Context: an optimization exercise on an open-source flow, tuned for small area, a short achievable clock period and few clock cycles per item. The choices shown serve that exercise and are no tape-out recipe. Function was checked by simulation only, so behaviour that the tests miss may differ from the original. No activity file was given, so power comes from the tool's default toggle rates.

==> flow/design.v <==
module tw_tracker #(
  parameter int unsigned TW_MEM_SIZE = 16,
  parameter int unsigned ACCID_W     = 8,
  parameter int unsigned TASKID_W    = 64
) (
  input  logic                clk,
  input  logic                rst,
  input  logic                in_valid,
  output logic                in_ready,
  input  logic                in_type,
  input  logic [TASKID_W-1:0] in_taskid,
  input  logic [ACCID_W-1:0]  in_accid,
  input  logic [31:0]         in_components,
  output logic                ack_valid,
  input  logic                ack_ready,
  output logic [ACCID_W-1:0]  ack_accid,
  output logic [7:0]          ack_code,
  output logic                full_err,
  output logic                busy
);
  localparam int unsigned N = TW_MEM_SIZE;
  logic [N-1:0]        ent_valid;
  logic [N-1:0]        ent_armed;
  logic [ACCID_W-1:0]  ent_accid  [N];
  logic [32:0]         ent_cnt    [N];
  logic [TASKID_W-1:0] ent_taskid [N];
  logic                a_v;
  logic                a_type;
  logic [TASKID_W-1:0] a_taskid;
  logic [ACCID_W-1:0]  a_accid;
  logic [31:0]         a_comp;
  logic                b_v;
  logic                b_type;
  logic [TASKID_W-1:0] b_taskid;
  logic [ACCID_W-1:0]  b_accid;      
  logic [32:0]         b_delta;      
  logic                b_exists;     
  logic [N-1:0]        b_slot;       
  logic [32:0]         b_cnt;        
  logic                b_armed;
  logic [ACCID_W-1:0]  b_eaccid;
  logic [ACCID_W-1:0]  fq [4];
  logic [3:0]          focc;
  logic [N-1:0]        a_eq;
  logic                a_same;
  logic [N-1:0]        hit;
  logic                hit_any;
  logic [32:0]         rd_cnt;
  logic                rd_armed;
  logic [ACCID_W-1:0]  rd_accid;
  logic                same;
  always_comb begin
    for (int unsigned i = 0; i < N; i++)
      hit[i] = ent_valid[i] && a_eq[i];
    hit_any  = |hit;
    rd_cnt   = '0;
    rd_armed = 1'b0;
    rd_accid = '0;
    for (int unsigned i = 0; i < N; i++) begin
      rd_cnt   = rd_cnt   | ({33{hit[i]}} & ent_cnt[i]);
      rd_armed = rd_armed | (hit[i] & ent_armed[i]);
      rd_accid = rd_accid | ({ACCID_W{hit[i]}} & ent_accid[i]);
    end
    same = a_same;
  end
  logic              all_used;
  logic [N-1:0]      free_oh;
  logic              drop;
  logic [N-1:0]      slot;
  logic              new_armed;
  logic [ACCID_W-1:0] new_accid;
  logic [32:0]       new_cnt;
  logic              hits_zero;
  logic              done;
  logic              upd;
  logic [32:0] sum, ag, ap;
  always_comb begin
    ag = b_cnt & b_delta;
    ap = b_cnt ^ b_delta;
    for (int unsigned d = 1; d < 33; d = d * 2) begin
      for (int i = 32; i >= int'(d); i--) begin
        ag[i] = ag[i] | (ap[i] & ag[i - int'(d)]);
        ap[i] = ap[i] & ap[i - int'(d)];
      end
    end
    sum = (b_cnt ^ b_delta) ^ {ag[31:0], 1'b0};
  end
  always_comb begin
    all_used = &ent_valid;
    free_oh  = '0;
    for (int i = N - 1; i >= 0; i--)
      if (!ent_valid[i]) free_oh = N'(1) << i;
    drop      = !b_exists && all_used;
    slot      = b_exists ? b_slot : free_oh;
    new_armed = b_type | b_armed;
    new_accid = b_type ? b_accid : b_eaccid;
    new_cnt   = sum;
    hits_zero = &(~((b_cnt ^ b_delta) ^ {(b_cnt[31:0] | b_delta[31:0]), 1'b0}));
    upd       = b_v && !drop;
    done      = upd && new_armed && hits_zero;
  end
  logic eq_b;
  assign eq_b = (b_taskid == in_taskid);
  always_ff @(posedge clk) begin
    for (int unsigned i = 0; i < N; i++)
      a_eq[i] <= (upd && slot[i]) ? eq_b : (ent_taskid[i] == in_taskid);
    a_same <= a_v && (a_taskid == in_taskid);
  end
  logic accept;
  assign accept = in_valid && in_ready;
  always_ff @(posedge clk) begin
    a_type   <= in_type;
    a_taskid <= in_taskid;
    a_accid  <= in_accid;
    a_comp   <= in_components;
    b_type   <= a_type;
    b_taskid <= a_taskid;
    b_accid  <= a_accid;
    b_delta  <= a_type ? {1'b0, a_comp} : -{1'b0, a_comp};
    if (same) begin
      b_exists <= upd && !done;
      b_slot   <= slot;
      b_cnt    <= new_cnt;
      b_armed  <= new_armed && !done;
      b_eaccid <= new_accid;
    end else begin
      b_exists <= hit_any;
      b_slot   <= hit;
      b_cnt    <= rd_cnt;
      b_armed  <= rd_armed;
      b_eaccid <= rd_accid;
    end
  end
  always_ff @(posedge clk) begin
    if (rst) begin
      a_v <= 1'b0;
      b_v <= 1'b0;
    end else begin
      a_v <= accept;
      b_v <= a_v;
    end
  end
  always_ff @(posedge clk) begin
    for (int unsigned i = 0; i < N; i++) begin
      if (upd && slot[i]) begin
        ent_taskid[i] <= b_taskid;
        ent_cnt[i]    <= new_cnt;
        ent_armed[i]  <= new_armed;
        ent_accid[i]  <= new_accid;
      end
    end
  end
  always_ff @(posedge clk) begin
    if (rst) begin
      ent_valid <= '0;
    end else begin
      for (int unsigned i = 0; i < N; i++)
        if (upd && slot[i]) ent_valid[i] <= !done;
    end
  end
  logic       pop;
  logic [3:0] focc_nxt;
  assign pop = ack_valid && ack_ready;
  always_comb begin
    if (done && !pop)      focc_nxt = {focc[2:0], 1'b1};
    else if (pop && !done) focc_nxt = {1'b0, focc[3:1]};
    else                   focc_nxt = focc;
  end
  always_ff @(posedge clk) begin
    for (int unsigned j = 0; j < 4; j++) begin
      if (pop) begin
        if (done && (j == 3 ? focc[3] : (focc[j] && !focc[j+1]))) fq[j] <= new_accid;
        else if (j < 3)                                           fq[j] <= fq[j+1];
      end else if (done && (j == 0 ? !focc[0] : (focc[j-1] && !focc[j]))) begin
        fq[j] <= new_accid;
      end
    end
  end
  always_ff @(posedge clk) begin
    if (rst) begin
      focc      <= '0;
      ack_valid <= 1'b0;
      full_err  <= 1'b0;
      in_ready  <= 1'b1;
      busy      <= 1'b0;
    end else begin
      focc      <= focc_nxt;
      ack_valid <= focc_nxt[0];
      if (b_v && drop) full_err <= 1'b1;
      in_ready  <= !focc_nxt[1];
      busy      <= accept || a_v || focc_nxt[0];
    end
  end
  assign ack_accid = fq[0];
  assign ack_code  = 8'h01;
endmodule
Settings: LEC_CHECK=0, ABC_CLOCK_PERIOD_IN_PS=2500, CAP_MARGIN=20, CORE_MARGIN=2, CORE_UTILIZATION=55, SETUP_SLACK_MARGIN=4.2, SLEW_MARGIN=20; clock period 7.0 ns.
run.sh (not shown) runs the stock make flow with config.mk's settings and CLKGATE_MAP_FILE= SYNTH_SCRIPT=/design/flow/synth_recipe.tcl, a recipe that flattens the netlist after the stock synthesis.
Testbench counts at the start, summed over its fixed seeds: cycles 24,025, items 24,000.
Rerun with:
--- a/flow/design.v
+++ b/flow/design.v
@@ -32,38 +32,37 @@
   logic                b_v;
   logic                b_type;
   logic [TASKID_W-1:0] b_taskid;
   logic [ACCID_W-1:0]  b_accid;      
   logic [32:0]         b_delta;      
+  logic [32:0]         b_zero;       
   logic                b_exists;     
   logic [N-1:0]        b_slot;       
   logic [32:0]         b_cnt;        
   logic                b_armed;
   logic [ACCID_W-1:0]  b_eaccid;
   logic [ACCID_W-1:0]  fq [4];
-  logic [3:0]          focc;
-  logic [N-1:0]        a_eq;
-  logic                a_same;
+  logic [2:0]          fcnt;
   logic [N-1:0]        hit;
   logic                hit_any;
   logic [32:0]         rd_cnt;
   logic                rd_armed;
   logic [ACCID_W-1:0]  rd_accid;
   logic                same;
   always_comb begin
     for (int unsigned i = 0; i < N; i++)
-      hit[i] = ent_valid[i] && a_eq[i];
+      hit[i] = ent_valid[i] && (ent_taskid[i] == a_taskid);
     hit_any  = |hit;
     rd_cnt   = '0;
     rd_armed = 1'b0;
     rd_accid = '0;
     for (int unsigned i = 0; i < N; i++) begin
       rd_cnt   = rd_cnt   | ({33{hit[i]}} & ent_cnt[i]);
       rd_armed = rd_armed | (hit[i] & ent_armed[i]);
       rd_accid = rd_accid | ({ACCID_W{hit[i]}} & ent_accid[i]);
     end
-    same = a_same;
+    same = b_v && (b_taskid == a_taskid);
   end
   logic              all_used;
   logic [N-1:0]      free_oh;
   logic              drop;
   logic [N-1:0]      slot;
@@ -71,42 +70,23 @@
   logic [ACCID_W-1:0] new_accid;
   logic [32:0]       new_cnt;
   logic              hits_zero;
   logic              done;
   logic              upd;
-  logic [32:0] sum, ag, ap;
-  always_comb begin
-    ag = b_cnt & b_delta;
-    ap = b_cnt ^ b_delta;
-    for (int unsigned d = 1; d < 33; d = d * 2) begin
-      for (int i = 32; i >= int'(d); i--) begin
-        ag[i] = ag[i] | (ap[i] & ag[i - int'(d)]);
-        ap[i] = ap[i] & ap[i - int'(d)];
-      end
-    end
-    sum = (b_cnt ^ b_delta) ^ {ag[31:0], 1'b0};
-  end
   always_comb begin
     all_used = &ent_valid;
     free_oh  = '0;
     for (int i = N - 1; i >= 0; i--)
       if (!ent_valid[i]) free_oh = N'(1) << i;
     drop      = !b_exists && all_used;
     slot      = b_exists ? b_slot : free_oh;
     new_armed = b_type | b_armed;
     new_accid = b_type ? b_accid : b_eaccid;
-    new_cnt   = sum;
-    hits_zero = &(~((b_cnt ^ b_delta) ^ {(b_cnt[31:0] | b_delta[31:0]), 1'b0}));
+    new_cnt   = b_cnt + b_delta;
+    hits_zero = (b_cnt == b_zero);
     upd       = b_v && !drop;
     done      = upd && new_armed && hits_zero;
-  end
-  logic eq_b;
-  assign eq_b = (b_taskid == in_taskid);
-  always_ff @(posedge clk) begin
-    for (int unsigned i = 0; i < N; i++)
-      a_eq[i] <= (upd && slot[i]) ? eq_b : (ent_taskid[i] == in_taskid);
-    a_same <= a_v && (a_taskid == in_taskid);
   end
   logic accept;
   assign accept = in_valid && in_ready;
   always_ff @(posedge clk) begin
     a_type   <= in_type;
@@ -115,10 +95,11 @@
     a_comp   <= in_components;
     b_type   <= a_type;
     b_taskid <= a_taskid;
     b_accid  <= a_accid;
     b_delta  <= a_type ? {1'b0, a_comp} : -{1'b0, a_comp};
+    b_zero   <= a_type ? -{1'b0, a_comp} : {1'b0, a_comp};
     if (same) begin
       b_exists <= upd && !done;
       b_slot   <= slot;
       b_cnt    <= new_cnt;
       b_armed  <= new_armed && !done;
@@ -157,40 +138,40 @@
       for (int unsigned i = 0; i < N; i++)
         if (upd && slot[i]) ent_valid[i] <= !done;
     end
   end
   logic       pop;
-  logic [3:0] focc_nxt;
+  logic [2:0] fcnt_nxt;
+  logic [2:0] inflight;
   assign pop = ack_valid && ack_ready;
   always_comb begin
-    if (done && !pop)      focc_nxt = {focc[2:0], 1'b1};
-    else if (pop && !done) focc_nxt = {1'b0, focc[3:1]};
-    else                   focc_nxt = focc;
+    fcnt_nxt = fcnt - {2'b0, pop} + {2'b0, done};
+    inflight = fcnt_nxt + {2'b0, accept} + {2'b0, a_v};
   end
   always_ff @(posedge clk) begin
     for (int unsigned j = 0; j < 4; j++) begin
       if (pop) begin
-        if (done && (j == 3 ? focc[3] : (focc[j] && !focc[j+1]))) fq[j] <= new_accid;
-        else if (j < 3)                                           fq[j] <= fq[j+1];
-      end else if (done && (j == 0 ? !focc[0] : (focc[j-1] && !focc[j]))) begin
+        if (done && fcnt == 3'(j + 1)) fq[j] <= new_accid;
+        else if (j < 3)                fq[j] <= fq[j+1];
+      end else if (done && fcnt == 3'(j)) begin
         fq[j] <= new_accid;
       end
     end
   end
   always_ff @(posedge clk) begin
     if (rst) begin
-      focc      <= '0;
+      fcnt      <= '0;
       ack_valid <= 1'b0;
       full_err  <= 1'b0;
       in_ready  <= 1'b1;
       busy      <= 1'b0;
     end else begin
-      focc      <= focc_nxt;
-      ack_valid <= focc_nxt[0];
+      fcnt      <= fcnt_nxt;
+      ack_valid <= fcnt_nxt != 3'd0;
       if (b_v && drop) full_err <= 1'b1;
-      in_ready  <= !focc_nxt[1];
-      busy      <= accept || a_v || focc_nxt[0];
+      in_ready  <= inflight <= 3'd3;
+      busy      <= accept || a_v || fcnt_nxt != 3'd0;
     end
   end
   assign ack_accid = fq[0];
   assign ack_code  = 8'h01;
 endmodule
What happened:
- wire length went up by 14%
- sequential power stays flat
- combinational power rises by 19%
- worst setup slack got worse by 0.29 ns
- global-route usage rose by 7.5 points
- area after synthesis is about the same
- total power came out higher by 3.0%
- fmax went down by 8.0%
- die area stays flat
- clock power stays flat
- critical path depth does not change
- clock-buffer cell count is higher by 6
Testbench counts after the change, summed over its fixed seeds: cycles 24,025, items 24,000.

---

Another version of the RTL of tw_tracker (not shown whole).
For scale: about 5100 cells after synthesis, roughly 2000 flip-flops, about 130 I/O pins, about 81000 um2 of cells after synthesis.
==> module tw_tracker, before the edit <==
module tw_tracker #(
  parameter int unsigned TW_MEM_SIZE = 16,
  parameter int unsigned ACCID_W     = 8,
  parameter int unsigned TASKID_W    = 64
) (
  input  logic                clk,
  input  logic                rst,
  input  logic                in_valid,
  output logic                in_ready,
  input  logic                in_type,
  input  logic [TASKID_W-1:0] in_taskid,
  input  logic [ACCID_W-1:0]  in_accid,
  input  logic [31:0]         in_components,
  output logic                ack_valid,
  input  logic                ack_ready,
  output logic [ACCID_W-1:0]  ack_accid,
  output logic [7:0]          ack_code,
  output logic                full_err,
  output logic                busy
);
  localparam int unsigned N = TW_MEM_SIZE;
  logic [N-1:0]        ent_valid;
  logic [N-1:0]        ent_armed;
  logic [ACCID_W-1:0]  ent_accid  [N];
  logic [32:0]         ent_cnt    [N];
  logic [TASKID_W-1:0] ent_taskid [N];
  logic                a_v;
  logic                a_type;
  logic [TASKID_W-1:0] a_taskid;
  logic [ACCID_W-1:0]  a_accid;
  logic [31:0]         a_comp;
  logic                b_v;
  logic                b_type;
  logic [TASKID_W-1:0] b_taskid;
  logic [ACCID_W-1:0]  b_accid;      
  logic [32:0]         b_delta;      
  logic                b_exists;     
  logic [N-1:0]        b_slot;       
  logic [32:0]         b_cnt;        
  logic                b_armed;
  logic [ACCID_W-1:0]  b_eaccid;
  logic [ACCID_W-1:0]  fq [4];
  logic [2:0]          fcnt;
  logic [N-1:0]        a_eq;
  logic                a_same;
  logic [N-1:0]        hit;
  logic                hit_any;
  logic [32:0]         rd_cnt;
  logic                rd_armed;
  logic [ACCID_W-1:0]  rd_accid;
  logic                same;
  always_comb begin
    for (int unsigned i = 0; i < N; i++)
      hit[i] = ent_valid[i] && a_eq[i];
    hit_any  = |hit;
    rd_cnt   = '0;
    rd_armed = 1'b0;
    rd_accid = '0;
    for (int unsigned i = 0; i < N; i++) begin
      rd_cnt   = rd_cnt   | ({33{hit[i]}} & ent_cnt[i]);
      rd_armed = rd_armed | (hit[i] & ent_armed[i]);
      rd_accid = rd_accid | ({ACCID_W{hit[i]}} & ent_accid[i]);
    end
    same = a_same;
  end
  logic              all_used;
  logic [N-1:0]      free_oh;
  logic              drop;
  logic [N-1:0]      slot;
  logic              new_armed;
  logic [ACCID_W-1:0] new_accid;
  logic [32:0]       new_cnt;
  logic              hits_zero;
  logic              done;
  logic              upd;
  logic [32:0] sum, ag, ap;
  always_comb begin
    ag = b_cnt & b_delta;
    ap = b_cnt ^ b_delta;
    for (int unsigned d = 1; d < 33; d = d * 2) begin
      for (int i = 32; i >= int'(d); i--) begin
        ag[i] = ag[i] | (ap[i] & ag[i - int'(d)]);
        ap[i] = ap[i] & ap[i - int'(d)];
      end
    end
    sum = (b_cnt ^ b_delta) ^ {ag[31:0], 1'b0};
  end
  always_comb begin
    all_used = &ent_valid;
    free_oh  = '0;
    for (int i = N - 1; i >= 0; i--)
      if (!ent_valid[i]) free_oh = N'(1) << i;
    drop      = !b_exists && all_used;
    slot      = b_exists ? b_slot : free_oh;
    new_armed = b_type | b_armed;
    new_accid = b_type ? b_accid : b_eaccid;
    new_cnt   = sum;
    hits_zero = &(~((b_cnt ^ b_delta) ^ {(b_cnt[31:0] | b_delta[31:0]), 1'b0}));
    upd       = b_v && !drop;
    done      = upd && new_armed && hits_zero;
  end
  logic eq_b;
  assign eq_b = (b_taskid == in_taskid);
  always_ff @(posedge clk) begin
    for (int unsigned i = 0; i < N; i++)
      a_eq[i] <= (upd && slot[i]) ? eq_b : (ent_taskid[i] == in_taskid);
    a_same <= a_v && (a_taskid == in_taskid);
  end
  logic accept;
  assign accept = in_valid && in_ready;
  always_ff @(posedge clk) begin
    a_type   <= in_type;
    a_taskid <= in_taskid;
    a_accid  <= in_accid;
    a_comp   <= in_components;
    b_type   <= a_type;
    b_taskid <= a_taskid;
    b_accid  <= a_accid;
    b_delta  <= a_type ? {1'b0, a_comp} : -{1'b0, a_comp};
    if (same) begin
      b_exists <= upd && !done;
      b_slot   <= slot;
      b_cnt    <= new_cnt;
      b_armed  <= new_armed && !done;
      b_eaccid <= new_accid;
    end else begin
      b_exists <= hit_any;
      b_slot   <= hit;
      b_cnt    <= rd_cnt;
      b_armed  <= rd_armed;
      b_eaccid <= rd_accid;
    end
  end
  always_ff @(posedge clk) begin
    if (rst) begin
      a_v <= 1'b0;
      b_v <= 1'b0;
    end else begin
      a_v <= accept;
      b_v <= a_v;
    end
  end
  always_ff @(posedge clk) begin
    for (int unsigned i = 0; i < N; i++) begin
      if (upd && slot[i]) begin
        ent_taskid[i] <= b_taskid;
        ent_cnt[i]    <= new_cnt;
        ent_armed[i]  <= new_armed;
        ent_accid[i]  <= new_accid;
      end
    end
  end
  always_ff @(posedge clk) begin
    if (rst) begin
      ent_valid <= '0;
    end else begin
      for (int unsigned i = 0; i < N; i++)
        if (upd && slot[i]) ent_valid[i] <= !done;
    end
  end
  logic       pop;
  logic [2:0] fcnt_nxt;
  logic [2:0] inflight;
  assign pop = ack_valid && ack_ready;
  always_comb begin
    fcnt_nxt = fcnt - {2'b0, pop} + {2'b0, done};
    inflight = fcnt_nxt + {2'b0, accept} + {2'b0, a_v};
  end
  always_ff @(posedge clk) begin
    for (int unsigned j = 0; j < 4; j++) begin
      if (pop) begin
        if (done && fcnt == 3'(j + 1)) fq[j] <= new_accid;
        else if (j < 3)                fq[j] <= fq[j+1];
      end else if (done && fcnt == 3'(j)) begin
        fq[j] <= new_accid;
      end
    end
  end
  always_ff @(posedge clk) begin
    if (rst) begin
      fcnt      <= '0;
      ack_valid <= 1'b0;
      full_err  <= 1'b0;
      in_ready  <= 1'b1;
      busy      <= 1'b0;
    end else begin
      fcnt      <= fcnt_nxt;
      ack_valid <= fcnt_nxt != 3'd0;
      if (b_v && drop) full_err <= 1'b1;
      in_ready  <= inflight <= 3'd3;
      busy      <= accept || a_v || fcnt_nxt != 3'd0;
    end
  end
  assign ack_accid = fq[0];
  assign ack_code  = 8'h01;
endmodule
export LEC_CHECK = 0
export ABC_CLOCK_PERIOD_IN_PS = 2500
export CAP_MARGIN = 20
export CORE_MARGIN = 2
export CORE_UTILIZATION = 55
export SETUP_SLACK_MARGIN = 4.2
export SLEW_MARGIN = 20
create_clock -name core_clock -period 7.0 [get_ports {clk}]
Testbench counts at the start, summed over its fixed seeds: cycles 24,025, items 24,000.
Then changed:
--- a/flow/design.v
+++ b/flow/design.v
@@ -33,26 +33,34 @@
   logic                b_type;
   logic [TASKID_W-1:0] b_taskid;
   logic [ACCID_W-1:0]  b_accid;      
   logic [32:0]         b_delta;      
+  logic [32:0]         b_zero;       
   logic                b_exists;     
   logic [N-1:0]        b_slot;       
   logic [32:0]         b_cnt;        
   logic                b_armed;
   logic [ACCID_W-1:0]  b_eaccid;
   logic [ACCID_W-1:0]  fq [4];
   logic [2:0]          fcnt;
   logic [N-1:0]        a_eq;
-  logic                a_same;
+  logic                a_same, a_same2;
+  logic [N-1:0]        w_oh;
+  always_ff @(posedge clk) begin
+    for (int unsigned i = 0; i < N; i++)
+      a_eq[i] <= (ent_taskid[i] == in_taskid);
+    a_same  <= (a_taskid == in_taskid);
+    a_same2 <= (b_taskid == in_taskid);
+  end
   logic [N-1:0]        hit;
   logic                hit_any;
   logic [32:0]         rd_cnt;
   logic                rd_armed;
   logic [ACCID_W-1:0]  rd_accid;
   logic                same;
   always_comb begin
     for (int unsigned i = 0; i < N; i++)
-      hit[i] = ent_valid[i] && a_eq[i];
+      hit[i] = ent_valid[i] && (w_oh[i] ? a_same2 : a_eq[i]);
     hit_any  = |hit;
     rd_cnt   = '0;
     rd_armed = 1'b0;
     rd_accid = '0;
@@ -60,9 +68,9 @@
       rd_cnt   = rd_cnt   | ({33{hit[i]}} & ent_cnt[i]);
       rd_armed = rd_armed | (hit[i] & ent_armed[i]);
       rd_accid = rd_accid | ({ACCID_W{hit[i]}} & ent_accid[i]);
     end
-    same = a_same;
+    same = b_v && a_same;
   end
   logic              all_used;
   logic [N-1:0]      free_oh;
   logic              drop;
@@ -72,20 +80,8 @@
   logic [32:0]       new_cnt;
   logic              hits_zero;
   logic              done;
   logic              upd;
-  logic [32:0] sum, ag, ap;
-  always_comb begin
-    ag = b_cnt & b_delta;
-    ap = b_cnt ^ b_delta;
-    for (int unsigned d = 1; d < 33; d = d * 2) begin
-      for (int i = 32; i >= int'(d); i--) begin
-        ag[i] = ag[i] | (ap[i] & ag[i - int'(d)]);
-        ap[i] = ap[i] & ap[i - int'(d)];
-      end
-    end
-    sum = (b_cnt ^ b_delta) ^ {ag[31:0], 1'b0};
-  end
   always_comb begin
     all_used = &ent_valid;
     free_oh  = '0;
     for (int i = N - 1; i >= 0; i--)
@@ -93,19 +89,12 @@
     drop      = !b_exists && all_used;
     slot      = b_exists ? b_slot : free_oh;
     new_armed = b_type | b_armed;
     new_accid = b_type ? b_accid : b_eaccid;
-    new_cnt   = sum;
-    hits_zero = &(~((b_cnt ^ b_delta) ^ {(b_cnt[31:0] | b_delta[31:0]), 1'b0}));
+    new_cnt   = b_cnt + b_delta;
+    hits_zero = (b_cnt == b_zero);
     upd       = b_v && !drop;
     done      = upd && new_armed && hits_zero;
-  end
-  logic eq_b;
-  assign eq_b = (b_taskid == in_taskid);
-  always_ff @(posedge clk) begin
-    for (int unsigned i = 0; i < N; i++)
-      a_eq[i] <= (upd && slot[i]) ? eq_b : (ent_taskid[i] == in_taskid);
-    a_same <= a_v && (a_taskid == in_taskid);
   end
   logic accept;
   assign accept = in_valid && in_ready;
   always_ff @(posedge clk) begin
@@ -116,8 +105,9 @@
     b_type   <= a_type;
     b_taskid <= a_taskid;
     b_accid  <= a_accid;
     b_delta  <= a_type ? {1'b0, a_comp} : -{1'b0, a_comp};
+    b_zero   <= a_type ? -{1'b0, a_comp} : {1'b0, a_comp};
     if (same) begin
       b_exists <= upd && !done;
       b_slot   <= slot;
       b_cnt    <= new_cnt;
@@ -148,8 +138,11 @@
         ent_armed[i]  <= new_armed;
         ent_accid[i]  <= new_accid;
       end
     end
+  end
+  always_ff @(posedge clk) begin
+    w_oh <= upd ? slot : '0;
   end
   always_ff @(posedge clk) begin
     if (rst) begin
       ent_valid <= '0;
What happened:
- die area grows by 1.1%
- clock-buffer cell count grows by 24
- worst setup slack gains 0.051 ns
- total power grows by 1.7%
- design area stays flat
- via count shrinks by 0.82%
- synthesized cell count grows by 0.74%
- routed wire length shrinks by 2.8%
- clock power is about the same
- critical path depth does not change
- register-to-register slack gains 0.05 ns
- non-clock buffer count shrinks by 48
Testbench counts after the change, summed over its fixed seeds: cycles 24,025, items 24,000.

-- port drivers added, routing unchanged --
How much do the figures lean on ideal ports? The routed layouts below were timed once more, with nothing changed but the port constraints. Step 1: set_driving_cell puts a clkbuf_16 on clk and a buf_2 on each other input, an assumption about the parent block. Step 2, shift: input delay + t, output delay - t, t = (earliest + latest rising clock arrival at the registers) / 2. This alone moves slack from input paths to output paths. Three values: ideal ports, drivers, drivers and shift; two values: the first two.
| run | t (ns) | slack for setup (ns) | worst setup path after step 2 | worst slew at a driven data input, ns |
|---|---|---|---|---|
| the first run of note 1 | 0.930 | 3.728 / 3.728 / 3.145 | input to register | 0.06 |
| the second run of note 1 | 0.947 | 3.443 / 3.443 / 2.916 | input to register | 0.11 |
| the first run of note 2 | 0.920 | 3.514 / 3.514 / 2.837 | input to register | 0.06 |
| the second run of note 2 | 0.907 | 3.565 / 3.565 / 2.922 | input to register | 0.07 |
After both steps every run listed still meets setup and hold. The setup slack of the first run of note 2, which loses most, moves by 0.000 ns with the drivers and by -0.677 ns with both steps.
